This design comes from an exercise in tuning for small area, a short achievable clock period and few clock cycles on the open sky130 flow, not from production work. Function was checked by simulation only, so behaviour that the tests miss may differ from the original. Power figures rest on the tool's default switching activity, not on a simulated workload.

==> config.mk <==
export PLATFORM = sky130hd
export DESIGN_NAME = sorted_set_statistics_top
export DESIGN_NICKNAME = sorted_set_statistics_top
export VERILOG_FILES = /design/flow/design.v
export SDC_FILE = /design/flow/constraint.sdc
export NUM_CORES = 4
export LEC_CHECK = 0
export CAP_MARGIN = 20
export CORE_MARGIN = 8
export CORE_UTILIZATION = 30
export SLEW_MARGIN = 20
==> constraint.sdc <==
create_clock -name core_clock -period 6.0 [get_ports {clk}]
set_input_delay 1.2000 -clock core_clock [delete_from_list [all_inputs] [get_ports {clk}]]
set_output_delay 1.2000 -clock core_clock [all_outputs]
set_load 0.01 [all_outputs]
==> design.v <==
package sss_pkg;
  localparam int OUT_COUNT_W   = 8;
  localparam int OUT_VALUE_W   = 16;
  localparam int OUT_AVG_W     = 24;
  localparam int AVG_FRAC_BITS = 8;
endpackage
module sss_cell #(
  parameter int VALUE_BITS = 16
) (
  input  logic                  clk,
  input  logic                  rst_n,
  input  logic [VALUE_BITS-1:0] d_val,
  input  logic [2:0]            d_code,
  input  logic [VALUE_BITS-1:0] bitsel,    
  input  logic                  upd,       
  input  logic                  da,
  input  logic                  db,
  input  logic                  clr,       
  input  logic                  init,      
  output logic [VALUE_BITS-1:0] val,
  output logic [2:0]            code,
  output logic [2:0]            nxt_code,
  output logic                  ta,        
  output logic                  tb         
);
  logic [VALUE_BITS-1:0] val_r;
  logic [2:0]            code_r;
  logic                  b;
  assign val  = val_r;
  assign code = code_r;
  assign b    = |(val_r & bitsel);
  assign ta   = !code_r[2] && code_r[1] && !b;
  assign tb   = !code_r[2] && code_r[0] && !b;
  always_comb begin
    nxt_code = code_r;
    if (code_r[2]) begin
      if (init) nxt_code = (code_r[1:0] == 2'b00) ? 3'b011 : {1'b1, 1'b0, code_r[1]};
    end else if (clr) begin
      nxt_code = 3'b000;
    end else if (upd) begin
      nxt_code[1] = code_r[1] && (b == da);
      nxt_code[0] = code_r[0] && (b == db);
    end
  end
  always_ff @(posedge clk) begin
    val_r <= d_val;
    if (!rst_n) code_r <= '0;
    else code_r <= d_code;
  end
endmodule
module sss_div #(
  parameter int STEPS = 1
) (
  input  logic        clk,
  input  logic        rst_n,
  input  logic        start,
  input  logic [22:0] mag,
  input  logic [7:0]  divisor,
  output logic        busy,
  output logic [23:0] quotient
);
  localparam int NCYC = 24 / STEPS;
  logic [23:0] q_r, q_nxt;
  logic [7:0]  rem_r, rem_nxt;
  logic [7:0]  dvs_r;
  logic [4:0]  cnt_r;
  logic        busy_r;
  assign busy     = busy_r;
  assign quotient = q_r;
  always_comb begin
    logic [8:0] t;
    q_nxt   = q_r;
    rem_nxt = rem_r;
    for (int s = 0; s < STEPS; s++) begin
      t = {rem_nxt, q_nxt[23]} - {1'b0, dvs_r};
      if (!t[8]) begin
        rem_nxt = t[7:0];
        q_nxt   = {q_nxt[22:0], 1'b1};
      end else begin
        rem_nxt = {rem_nxt[6:0], q_nxt[23]};
        q_nxt   = {q_nxt[22:0], 1'b0};
      end
    end
  end
  always_ff @(posedge clk) begin
    if (start) begin
      q_r   <= {mag[15:0], 8'd0};
      rem_r <= {1'b0, mag[22:16]};
      dvs_r <= divisor;
    end else if (busy_r) begin
      q_r   <= q_nxt;
      rem_r <= rem_nxt;
    end
    if (!rst_n) begin
      busy_r <= 1'b0;
      cnt_r  <= '0;
    end else begin
      if (start) begin
        busy_r <= 1'b1;
        cnt_r  <= 5'(NCYC - 1);
      end else if (busy_r) begin
        cnt_r <= cnt_r - 1'b1;
        if (cnt_r == '0) begin
          busy_r <= 1'b0;
        end
      end
    end
  end
endmodule
module sorted_set_statistics_top #(
  parameter int MAX_ITEMS  = 128,
  parameter int VALUE_BITS = 16
) (
  input  logic                                    clk,
  input  logic                                    rst_n,
  input  logic                                    in_valid,
  output logic                                    in_stall,
  input  logic signed [VALUE_BITS-1:0]            in_sample_value,
  input  logic                                    in_set_end,
  output logic                                    out_valid,
  input  logic                                    out_stall,
  output logic [sss_pkg::OUT_COUNT_W-1:0]         out_item_count,
  output logic signed [sss_pkg::OUT_VALUE_W-1:0]  out_smallest,
  output logic signed [sss_pkg::OUT_VALUE_W-1:0]  out_largest,
  output logic signed [sss_pkg::OUT_VALUE_W-1:0]  out_middle_value,
  output logic signed [sss_pkg::OUT_AVG_W-1:0]    out_average_q8,
  output logic                                    out_overflowed
);
  localparam int CW = $clog2(MAX_ITEMS + 1);
  localparam int SW = VALUE_BITS + CW - 1;
  localparam int NQ = 3;                       
  localparam int GS = 16;                      
  localparam int NG = MAX_ITEMS / GS;
  localparam int GW = $clog2(GS + 1);
  typedef enum logic [1:0] {
    ST_IDLE,
    ST_RUN,
    ST_DONE
  } st_t;
  logic                         in_stall_r;
  logic                         accept, wr, fin, full;
  logic [CW-1:0]                cnt_r, cnt_nxt;
  logic signed [SW-1:0]         sum_r, sum_nxt;
  logic signed [VALUE_BITS-1:0] min_r, max_r, min_nxt, max_nxt;
  logic                         drop_r, drop_nxt;
  assign in_stall = in_stall_r;
  assign accept   = in_valid && !in_stall_r;
  assign full     = cnt_r[CW-1];
  assign wr       = accept && !full;
  assign fin      = accept && in_set_end;
  always_comb begin
    cnt_nxt  = cnt_r;
    sum_nxt  = sum_r;
    min_nxt  = min_r;
    max_nxt  = max_r;
    drop_nxt = drop_r;
    if (accept) begin
      if (full) begin
        drop_nxt = 1'b1;
      end else begin
        cnt_nxt = cnt_r + 1'b1;
        sum_nxt = sum_r + SW'(in_sample_value);
        if (cnt_r == '0 || in_sample_value < min_r) min_nxt = in_sample_value;
        if (cnt_r == '0 || in_sample_value > max_r) max_nxt = in_sample_value;
      end
    end
  end
  always_ff @(posedge clk) begin
    min_r <= min_nxt;
    max_r <= max_nxt;
    if (!rst_n || fin) begin
      cnt_r  <= '0;
      sum_r  <= '0;
      drop_r <= 1'b0;
    end else begin
      cnt_r  <= cnt_nxt;
      sum_r  <= sum_nxt;
      drop_r <= drop_nxt;
    end
  end
  logic [CW-1:0]                q_cnt [NQ];
  logic signed [SW-1:0]         q_sum [NQ];
  logic signed [VALUE_BITS-1:0] q_min [NQ];
  logic signed [VALUE_BITS-1:0] q_max [NQ];
  logic                         q_ovf [NQ];
  logic [1:0]                   hd, tl, qc, qc_nxt;
  logic                         pop;
  assign qc_nxt = qc + 2'(fin) - 2'(pop);
  always_ff @(posedge clk) begin
    if (fin) begin
      q_cnt[tl] <= cnt_nxt;
      q_sum[tl] <= sum_nxt;
      q_min[tl] <= min_nxt;
      q_max[tl] <= max_nxt;
      q_ovf[tl] <= drop_nxt;
    end
    if (!rst_n) begin
      hd <= '0;
      tl <= '0;
      qc <= '0;
    end else begin
      if (fin) tl <= (tl == 2'(NQ - 1)) ? '0 : tl + 1'b1;
      if (pop) hd <= (hd == 2'(NQ - 1)) ? '0 : hd + 1'b1;
      qc <= qc_nxt;
    end
  end
  st_t                     st;
  logic [3:0]              stage;
  logic                    ph;
  logic [VALUE_BITS-1:0]   bitsel;
  logic                    init, upd, clr, da, db;
  logic [CW-2:0]           ka, kb;
  logic [VALUE_BITS-1:0]   res_a, res_b;
  logic [GW-1:0]           pa [NG];
  logic [GW-1:0]           pb [NG];
  logic [CW-1:0]           ca, cb;
  logic [1:0]              n_wait, age_w;
  assign init   = (st == ST_IDLE) && (qc != '0);
  assign n_wait = qc - 2'(st != ST_IDLE);
  assign age_w  = n_wait - 2'(init);
  always_comb begin
    ca = '0;
    cb = '0;
    for (int g = 0; g < NG; g++) begin
      ca = ca + CW'(pa[g]);
      cb = cb + CW'(pb[g]);
    end
  end
  assign da  = ({1'b0, ka} >= ca);
  assign db  = ({1'b0, kb} >= cb);
  assign upd = (st == ST_RUN) && ph && (stage != 4'd15);
  assign clr = (st == ST_RUN) && ph && (stage == 4'd15);
  logic [VALUE_BITS-1:0] r_val  [MAX_ITEMS];
  logic [2:0]            r_code [MAX_ITEMS];
  logic [2:0]            r_nxt  [MAX_ITEMS];
  logic [MAX_ITEMS-1:0]  r_ta, r_tb;
  for (genvar i = 0; i < MAX_ITEMS; i++) begin : g_slot
    logic [VALUE_BITS-1:0] dv;
    logic [2:0]            dc;
    if (i == 0) begin : g_wr
      assign dv = wr ? {~in_sample_value[VALUE_BITS-1], in_sample_value[VALUE_BITS-2:0]}
                     : r_val[MAX_ITEMS-1];
      assign dc = wr ? {1'b1, age_w} : r_nxt[MAX_ITEMS-1];
    end else begin : g_pass
      assign dv = r_val[i-1];
      assign dc = r_nxt[i-1];
    end
    sss_cell #(
      .VALUE_BITS(VALUE_BITS)
    ) u_slot (
      .clk     (clk),
      .rst_n   (rst_n),
      .d_val   (dv),
      .d_code  (dc),
      .bitsel  (bitsel),
      .upd     (upd),
      .da      (da),
      .db      (db),
      .clr     (clr),
      .init    (init),
      .val     (r_val[i]),
      .code    (r_code[i]),
      .nxt_code(r_nxt[i]),
      .ta      (r_ta[i]),
      .tb      (r_tb[i])
    );
  end
  function automatic logic [GW-1:0] popcount(input logic [GS-1:0] x);
    popcount = '0;
    for (int k = 0; k < GS; k++) popcount = popcount + GW'(x[k]);
  endfunction
  always_ff @(posedge clk) begin
    for (int g = 0; g < NG; g++) begin
      pa[g] <= popcount(r_ta[g*GS +: GS]);
      pb[g] <= popcount(r_tb[g*GS +: GS]);
    end
  end
  logic                 div_busy;
  logic [23:0]          div_quo;
  logic [SW-1:0]        h_mag;
  logic [CW-1:0]        h_cnt;
  logic                 out_free;
  logic                 ovalid_r;
  assign h_cnt    = q_cnt[hd];
  assign h_mag    = q_sum[hd][SW-1] ? SW'(-q_sum[hd]) : SW'(q_sum[hd]);
  assign out_free = !ovalid_r || !out_stall;
  assign pop      = (st == ST_DONE) && !div_busy && out_free;
  always_ff @(posedge clk) begin
    if (init) begin
      ka     <= (CW - 1)'((h_cnt - 1'b1) >> 1);
      kb     <= (CW - 1)'(h_cnt >> 1);
      bitsel <= VALUE_BITS'(1) << (VALUE_BITS - 1);
      stage  <= '0;
      ph     <= 1'b0;
    end else if (st == ST_RUN) begin
      ph <= !ph;
      if (ph) begin
        stage  <= stage + 1'b1;
        bitsel <= bitsel >> 1;
        res_a  <= {res_a[VALUE_BITS-2:0], da};
        res_b  <= {res_b[VALUE_BITS-2:0], db};
        if (da) ka <= ka - (CW - 1)'(ca);
        if (db) kb <= kb - (CW - 1)'(cb);
      end
    end
    if (!rst_n) begin
      st <= ST_IDLE;
    end else begin
      case (st)
        ST_IDLE: if (init) st <= ST_RUN;
        ST_RUN:  if (clr) st <= ST_DONE;
        ST_DONE: if (pop) st <= ST_IDLE;
        default: st <= ST_IDLE;
      endcase
    end
  end
  sss_div #(
    .STEPS(1)
  ) u_div (
    .clk     (clk),
    .rst_n   (rst_n),
    .start   (init),
    .mag     (h_mag[22:0]),
    .divisor (h_cnt),
    .busy    (div_busy),
    .quotient(div_quo)
  );
  logic cnt_full_nxt;
  assign cnt_full_nxt = !fin && cnt_nxt[CW-1];
  always_ff @(posedge clk) begin
    if (!rst_n) begin
      in_stall_r <= 1'b0;
    end else begin
      in_stall_r <= (qc_nxt == 2'(NQ)) || ((r_code[MAX_ITEMS-2] != 3'b000) && !cnt_full_nxt);
    end
  end
  logic [sss_pkg::OUT_COUNT_W-1:0]        ocount_r;
  logic signed [sss_pkg::OUT_VALUE_W-1:0] omin_r, omax_r, omid_r;
  logic signed [sss_pkg::OUT_AVG_W-1:0]   oavg_r;
  logic                                   oovf_r;
  logic signed [VALUE_BITS:0]             mid_sum, mid_half;
  logic signed [VALUE_BITS-1:0]           med_a, med_b;
  assign med_a    = {~res_a[VALUE_BITS-1], res_a[VALUE_BITS-2:0]};
  assign med_b    = {~res_b[VALUE_BITS-1], res_b[VALUE_BITS-2:0]};
  assign mid_sum  = (VALUE_BITS + 1)'(med_a) + (VALUE_BITS + 1)'(med_b);
  assign mid_half = (mid_sum + $signed({{VALUE_BITS{1'b0}}, mid_sum[VALUE_BITS]})) >>> 1;
  always_ff @(posedge clk) begin
    if (pop) begin
      ocount_r <= sss_pkg::OUT_COUNT_W'(h_cnt);
      omin_r   <= q_min[hd];
      omax_r   <= q_max[hd];
      omid_r   <= sss_pkg::OUT_VALUE_W'(mid_half);
      oavg_r   <= q_sum[hd][SW-1] ? -$signed(div_quo) : $signed(div_quo);
      oovf_r   <= q_ovf[hd];
    end
    if (!rst_n) begin
      ovalid_r <= 1'b0;
    end else if (pop) begin
      ovalid_r <= 1'b1;
    end else if (!out_stall) begin
      ovalid_r <= 1'b0;
    end
  end
  assign out_valid        = ovalid_r;
  assign out_item_count   = ocount_r;
  assign out_smallest     = omin_r;
  assign out_largest      = omax_r;
  assign out_middle_value = omid_r;
  assign out_average_q8   = oavg_r;
  assign out_overflowed   = oovf_r;
endmodule
==> run.sh <==
#!/bin/bash
# synth_recipe.tcl (not shown) runs the flow's synth.tcl, then flattens the netlist and writes it again
# the make line also repeats each setting of config.mk as NAME=value (left out here)
make -C /OpenROAD-flow-scripts/flow DESIGN_CONFIG=/design/flow/config.mk WORK_HOME=/design/flow/orfs CLKGATE_MAP_FILE= SYNTH_SCRIPT=/design/flow/synth_recipe.tcl finish
==> impl_results.md <==
* Run status: timing/DRC/antenna clean
* Reg-to-Reg End: g_slot[96].u_slot.code_r[0]$_SDFF_PN0_
* Hold Vio Cnt, Final at 0
* Slew HR at 0.2474
* Top FF cell, synth: dfxtp_1
* Layout area overhead at 17.15%
* Most frequent cells in the layout: 2605 x dfxtp_1, 658 x a22oi_1, 479 x inv_1, 448 x nor2_1, 369 x a21oi_1
* Hold_buf cts at 0
* Commonest non-fill, non-tap cell in the layout: dfxtp_1
* Clock Skew at 110.0 ps
* Via count at 69.39k
* Post-placement cell area at 0.1120 mm²
* Die X at 606.4 µm
* Max VDD drop at 229.2 µV
* IO Pins at 104
* Deepest level of the CTS H-tree at 5
* Leakage at 45.77 nW
* Post-synth EDFFs at 350
* Hold slack final at 297.8 ps
* Synthesized area per cell at 11.54 µm²
* Drt first pass iters at 5
* Total track usage at 0.1446
* Mapped Cells at 9059
* Arrival time at the worst endpoint at 6430 ps
* Initial antenna violation count at 9
* Synthesized flop and latch total at 2974
* DRC at 0
* Power Dens Cells at 366.1 mW/mm²
* Seq/Total Area, Yosys at 0.6028
* Tightest Pin Transition at 1129 ps
* R2R setup slack at 350 ps
* CP Capture Type: flop
* Setup_tns at 0 ps
* Register-to-Register Path Depth at 20
* RSZ-0062 raised after global routing: false
* Routability congestion estimate at 0.8254
* Number of global-route vias before repair at 70.03k
* Share of layout cells above drive strength 1 at 0.08712
* Post-synthesis net count at 9502
* Min-delay worst type: reg2reg
* Via/cell ratio at 4.939
* Root Buffer: clkbuf_16
* Die ar. at 0.3678 mm²
* Asr flop ratio synth at 0
* Fmax at 0.1771 GHz
* Worst-path fanout max at 19
* Crit start category: flop
* Routed WL per cell at 19.50 µm
* Synth warnings at 10
* Row count at 217
* Largest net degree at the start of global routing at 176
* DIE HEIGHT at 606.4 µm
* ANT nets after route at 0
* Path type of the worst setup path: reg2reg
* CTS Buffer Depth at 4
* First-pass GRT wire length at 423100 µm
* Required time of the critical path at 6790 ps
* Nets@finish at 9657
* Remaining Overflow, GRT at 0
* Count of different cell masters after synthesis at 99
* Synthesized cell area at 0.1046 mm²
* Pins Over Slew Limit at 0
* Count of buffers from port buffering at 103
* Origin of the worst setup path: pb[3][2]$_DFF_P_
* CTS buffer count at 315
* Max Cap Viol at 0
* Worst-skew pair later-pin latency at 970 ps
* RR Startpoint: pb[3][2]$_DFF_P_
* Initial Utilization at 0.3005
* Initial DRC Count at 4947
* Setup violators final at 0
* Design Area, Final at 0.1225 mm²
* Clock sinks at 2974
* CTS tree: yes
* Worst-path clk slew at 60 ps
* Routed wire length at 273900 µm
* HPWL after DPL at 185800 µm
* Worst setup path end: g_slot[96].u_slot.code_r[0]$_SDFF_PN0_
* Final Cycle Share at 0.9413
* Fin crit period at 5648 ps
* Placeable Area at 0.3481 mm²
synthesized netlist by cell type (10+ instances only):
library cell,instances,area share
a21boi_0,10,0.00072
a21o_1,63,0.0045
a21oi_1,370,0.018
a221oi_1,185,0.015
a22o_1,184,0.015
a22oi_1,658,0.047
a31oi_1,101,0.0060
and2_1,12,0.00072
and3_1,20,0.0012
and3b_1,45,0.0038
buf_1,80,0.0029
buf_2,36,0.0017
clkbuf_1,350,0.013
dfxtp_1,2624,0.50
edfxtp_1,350,0.10
fa_1,223,0.043
ha_1,199,0.024
inv_1,481,0.017
mux2_2,40,0.0043
mux2i_1,82,0.0078
nand2_1,371,0.013
nand2b_1,34,0.0020
nand3_1,207,0.0099
nand3b_1,70,0.0050
nand4_1,92,0.0055
nand4b_1,66,0.0055
nor2_1,448,0.016
nor2b_1,84,0.0050
nor3_1,157,0.0075
nor3b_1,113,0.0081
nor4_1,24,0.0014
o211ai_1,159,0.011
o21a_1,26,0.0019
o21ai_0,354,0.017
o21ai_1,14,0.00067
o31ai_1,19,0.0014
o32ai_1,10,0.00084
o41ai_1,83,0.0070
or2_2,14,0.00084
or3_1,13,0.00078
or4_1,63,0.0045
xnor2_1,264,0.022
xor2_1,131,0.011
metrics by stage:
stage	total power [mW]	std cells	util	setup WS [ps]
3_3_place_gp	25.52	13490	0.3216	429.6
4_1_cts	45.19	14040	0.3519	266.8
2_1_floorplan	24.18	9059	-	460.8
5_1_grt	46.47	14050	0.3520	32.96
3_5_place_dp	25.57	13490	0.3216	382.0
6_report	44.85	14050	0.3520	352.1
area by class of cell:
class / count / area, µm²
fillers: 34050 / 225600
flip-flops and latches: 2974 / 63100
multi-input cells: 5128 / 37980
clock buffers: 439 / 9059
well taps: 4599 / 5754
repair buffers: 313 / 3342
inverters: 482 / 1818
clock inverters: 111 / 1459
diodes: 3 / 7.507
worst min path at each step:
stage | depth (start not counted) | startpoint | slack, ps | endpoint
after floorplan | 0 | g_slot[99].u_slot.val_r[0]$_DFF_P_ | 330 | g_slot[100].u_slot.val_r[0]$_DFF_P_
after global placement | 0 | g_slot[82].u_slot.val_r[3]$_DFF_P_ | 330 | g_slot[83].u_slot.val_r[3]$_DFF_P_
after detailed placement | 0 | g_slot[117].u_slot.val_r[8]$_DFF_P_ | 340 | g_slot[118].u_slot.val_r[8]$_DFF_P_
after CTS | 0 | g_slot[95].u_slot.val_r[1]$_DFF_P_ | 290 | g_slot[96].u_slot.val_r[1]$_DFF_P_
after global routing | 0 | g_slot[95].u_slot.val_r[14]$_DFF_P_ | 300 | g_slot[96].u_slot.val_r[14]$_DFF_P_
final | 0 | g_slot[95].u_slot.val_r[13]$_DFF_P_ | 300 | g_slot[96].u_slot.val_r[13]$_DFF_P_
what timing repair did:
item | in CTS | in global routing
setup buffers | 0 | 2
resized for setup | 0 | 3
setup endpoints to repair | 0 | 4
layer usage:
layer | share of wire | GRT usage | vias to the layer above
li1 | - | - | 33040
met2 | 0.47 | 0.2395 | 1819
met4 | 0.027 | 0.04251 | 4
met5 | 0.000095 | 0 | -
met1 | 0.45 | 0.1953 | 34080
met3 | 0.051 | 0.02196 | 450
kinds of logic (layout without fill, tap and decap cells):
kind of cell | Yosys count | after routing | synth area share
other cells | 0 | 3 | 0
mux | 136 | 136 | 0.01412
flops | 2974 | 2974 | 0.6028
xor+xnor | 396 | 396 | 0.03334
simple gates | 1858 | 1858 | 0.09382
fa+ha+maj | 422 | 422 | 0.06649
buf+inv | 957 | 1345 | 0.03514
compound gates | 2316 | 2316 | 0.1543
sequential cells by signal, indices dropped and copies added (netlist names), 23 cells and up, named ones only:
signal,flops
g_slot.u_slot.code_r,384
g_slot.u_slot.val_r,2048
oavg_r,24
pa,40
pb,40
q_cnt,24
q_max,48
q_min,48
q_sum,69
sum_r,23
u_div.q_r,24
power breakdown:
| group | internal (mW) | switching (mW) |
|---|---|---|
| sequential | 20.8 | 0.466 |
| combinational | 1.48 | 2.42 |
| clock | 11.9 | 7.80 |
worst max-delay path, cell delays in order, from the launching register on:
cell	delay [ps]
dfxtp_1	320
inv_1	70
fa_1	540
inv_1	60
fa_1	490
fa_1	490
inv_1	50
fa_1	490
inv_1	50
ha_1	210
fa_1	540
inv_1	40
ha_1	330
a21oi_2	210
a21oi_1	90
o21a_1	200
o31ai_4	350
buf_4	260
buf_6	350
xor2_1	110
o41ai_1	240
Testbench counts, summed over its fixed seeds: cycles 18,838.

## what the ideal ports hide
In the flow no input, the clock included, has a driving cell. The finished layout below was timed again as built, in two steps. Step 1, drivers: a clkbuf_16 drives clk and a buf_2 each remaining input, both assumed. Step 2 times the ports against the registers' clock, not the clock port: input delays grow and output delays shrink by t, the midpoint of the rising clock arrivals with the driver on. Three values: ideal ports, drivers, drivers and shift; two values: the first two.
t, ns: 1.006
slack for setup (ns): 0.352 / 0.352 / 0.352
clock arrival spread, ns: 0.114 / 0.114
pins driven straight from the clock port: 1
After both steps this run still meets setup and hold. The setup slack of this run moves by 0.000 ns with the drivers and by 0.000 ns with both steps.
